Context: an optimization exercise on an open-source flow, tuned for small area. The choices shown serve that exercise and are no tape-out recipe.
In this exercise RTL edits were held to simulation tests only and were not proved equivalent to the original.
Power is estimated from default activity; no workload was simulated.

## try-zinc
Design script_lexer, start of the top module:
module script_lexer (
  input  logic        clk,
  input  logic        rst_n,
  input  logic        in_valid,
  output logic        in_stall,
  input  logic [8:0]  in_data,    
  output logic        out_valid,
  input  logic        out_stall,
  output logic [54:0] out_data    
);
Size: roughly 370 cells after synthesis, roughly 46 flip-flops, roughly 70 I/O pins, about 2800 µm² of cells after synthesis.
export LEC_CHECK = 0
export ABC_AREA = 1
export CAP_MARGIN = 20
export CORE_MARGIN = 2
export CORE_UTILIZATION = 65
export CTS_BUF_LIST = sky130_fd_sc_hd__clkbuf_8
export GPL_ROUTABILITY_DRIVEN = 0
export GPL_TIMING_DRIVEN = 0
export PLACE_DENSITY = 0.75
export SLEW_MARGIN = 20
create_clock -name core_clock -period 8.0 [get_ports {clk}]
standard.sh (not shown) runs the stock make flow with config.mk's settings and CLKGATE_MAP_FILE= SYNTH_SCRIPT=/design/flow/synth_recipe.tcl, a recipe that flattens the netlist after the stock synthesis.
==> flow/flow/run.sh <==
#!/bin/bash
# The standard layout (standard.sh), with these changes to how it is made:
#  - synthesis maps the logic with the area-oriented ABC script in flow/abc_area.script
#    (a copy of ORFS's scripts folder is used, with only that file replaced);
#  - synthesis does not put buffers on output ports that share a net with a register
#    (SYNTH_INSBUF=0); the layout still gives every port its own buffer;
#  - port buffering uses the smallest buffer, sky130_fd_sc_hd__buf_1.
# Every tool's output goes to the ORFS logs under orfs/logs, and the make output to standard.log.
set -euo pipefail
rm -rf scripts
cp -r "$FLOW_HOME/scripts" scripts
cp flow/abc_area.script scripts/abc_area.script
export SCRIPTS_DIR="$PWD/scripts"
export BUFFER_PORTS_ARGS="-buffer_cell sky130_fd_sc_hd__buf_1"
export SYNTH_INSBUF=0
bash standard.sh > standard.log 2>&1
==> flow/flow/abc_area.script <==
&get -n
&st
&deepsyn -J 200 -T 240
&dch -f
&nf -p -R 1000 -F 16 -A 8 -C 32
&put
topo
stime -c
try-zinc: all stages complete, timing, DRC and antenna checks passed
Here is what was changed in the inputs of try-sierra compared with try-zinc.
- PLACE_DENSITY changed from 0.75 to 0.6
- CORE_UTILIZATION changed from 65 to 40
- GPL_ROUTABILITY_DRIVEN removed (was 0)
==> flow/flow/run.sh <==
#!/bin/bash
# The standard layout (standard.sh), with two changes to how it is made:
#  - synthesis maps the logic with the area-oriented ABC script in flow/abc_area.script
#    (a copy of ORFS's scripts folder is used, with only that file replaced);
#  - port buffering uses the smallest buffer, sky130_fd_sc_hd__buf_1.
# Every tool's output goes to the ORFS logs under orfs/logs, and the make output to standard.log.
set -euo pipefail
rm -rf scripts
cp -r "$FLOW_HOME/scripts" scripts
cp flow/abc_area.script scripts/abc_area.script
export SCRIPTS_DIR="$PWD/scripts"
export BUFFER_PORTS_ARGS="-buffer_cell sky130_fd_sc_hd__buf_1"
export SYNTH_INSBUF=0
bash standard.sh > standard.log 2>&1
--- outcome ---
try-zinc has a lower total of fill cells in the finished design than try-sierra.
Comparing share of the clock period used by the worst path after layout for try-zinc and try-sierra, the smaller number came from try-sierra.
try-zinc → try-sierra: total wire length after detailed routing moved up; wire length of the first global-routing pass moved up; width of the die moved up.
What try-xenon does differently from try-sierra at the input level:
- changing CORE_UTILIZATION from 40 to 65
- changing PLACE_DENSITY from 0.6 to 0.75
diff --git a/flow/flow/run.sh b/flow/flow/run.sh
--- a/flow/flow/run.sh
+++ b/flow/flow/run.sh
@@ -1,6 +1,8 @@
 #!/bin/bash
-# The standard layout (standard.sh), with two changes to how it is made:
+# The standard layout (standard.sh), with these changes to how it is made:
 #  - synthesis maps the logic with the area-oriented ABC script in flow/abc_area.script
 #    (a copy of ORFS's scripts folder is used, with only that file replaced);
+#  - synthesis does not put buffers on output ports that share a net with a register
+#    (SYNTH_INSBUF=0); the layout still gives every port its own buffer;
 #  - port buffering uses the smallest buffer, sky130_fd_sc_hd__buf_1.
 # Every tool's output goes to the ORFS logs under orfs/logs, and the make output to standard.log.
Findings:
- When the final numbers for try-sierra and try-xenon were put side by side, the global-route track usage on met1 turned out to be smaller in try-sierra.
- Higher final cell area excluding filler cells was reported by try-sierra, not try-xenon.
- Routed wire in try-xenon totals less than in try-sierra.
- Compared with try-sierra, try-xenon shows a internal power consumption that is 4.6% higher.
- Maximum net fanout on the critical path for try-xenon is higher than for try-sierra.
- Against try-sierra as the reference, try-xenon delivers a lower first-pass GRT wire length.
- When try-xenon is set beside try-sierra, its aggregate global-route resource usage turns out to be 12 points larger.
- Between try-sierra and try-xenon, logic gate share of total power is lower for try-xenon, try-sierra comes in above that.
- Between try-sierra and try-xenon, area of the die decreased.
- Looking at part of the cycle the worst path needs, try-xenon sits above try-sierra.
Inputs modified between try-xenon and try-quartz:
- PLACE_DENSITY: 0.75 -> 0.6
- CORE_UTILIZATION: 65 -> 40
Findings:
Between try-quartz and try-xenon, it is try-quartz whose sequential share of layout area is lower, by 0.35 points.
Core utilization (higher): try-xenon
In the reports for try-xenon and try-quartz, the larger routed wire length belongs to try-quartz.
Clock latency reported for the late side of the worst-skew pair essentially unchanged between try-xenon and try-quartz.
try-quartz against try-xenon: total power went down 2.3%, global-route usage now sits lower, starting density of the core decreased 25 points.


script_lexer, a different RTL version from the one above (not shown whole).
For scale: ~680 cells after synthesis, about 46 flip-flops, ~70 I/O pins, ~4700 sq um of cells after synthesis.
Settings: LEC_CHECK=0, CAP_MARGIN=20, CORE_MARGIN=2, CORE_UTILIZATION=40, PLACE_DENSITY=0.6, SLEW_MARGIN=20; clock period 8.0 ns.
run.sh (not shown) runs the stock make flow with config.mk's settings and CLKGATE_MAP_FILE= SYNTH_SCRIPT=/design/flow/synth_recipe.tcl, a recipe that flattens the netlist after the stock synthesis.
Stock flow here: none of the scripts above is used.
==> next run, changes <==
--- a/flow/config.mk
+++ b/flow/config.mk
@@ -7,2 +7,3 @@
 export LEC_CHECK = 0
+export ABC_AREA = 1
 export CAP_MARGIN = 20
After rerunning:
- routed wire length drops by 13%
- design area drops by 8.1%
- power drops by 11%
- die area drops by 8.8%
- sequential share of layout area climbs by 1.5 points
- combinational power drops by about 10%
- count of clock-buffer cells in the layout climbs by 2
- synthesized cell count climbs by 5.3%
- critical path depth climbs by 7

[afterwards: timing with drivers on the ports]
In the flow no input, the clock included, has a driving cell. The finished layouts below were timed again as built, in two steps. Step 1 (the two cells are an assumption about what drives the block):
set clk [get_ports {clk}]
set_driving_cell -lib_cell sky130_fd_sc_hd__clkbuf_16 $clk
set_driving_cell -lib_cell sky130_fd_sc_hd__buf_2 [delete_from_list [all_inputs] $clk]
Step 2 adds t to the input delays and takes it off the output delays; t is the mean of the earliest and latest rising clock arrival at the registers after step 1. Input paths then give back, and output paths get back, about the clock's delay inside the block. Slacks: ideal / step 1 / step 2; pairs: ideal / step 1.
run	t, ns	setup WS [ns]	latest minus earliest clock arrival (ns)
try-zinc	0.326	0.286 / 0.280 / -0.046	0.006 / 0.006
try-sierra	0.323	0.468 / 0.475 / 0.152	0.018 / 0.018
try-xenon	0.335	0.287 / 0.301 / -0.034	0.013 / 0.012
try-quartz	0.323	0.468 / 0.475 / 0.152	0.018 / 0.018
the first run of note 2	0.327	0.841 / 0.817 / 0.817	0.005 / 0.006
the second run of note 2	0.331	1.418 / 1.393 / 1.393	0.005 / 0.004
With both steps, setup timing fails in try-zinc and try-xenon, where it was met with ideal ports. The setup slack of try-zinc, which loses most, moves by -0.006 ns with the drivers and by -0.332 ns with both steps.
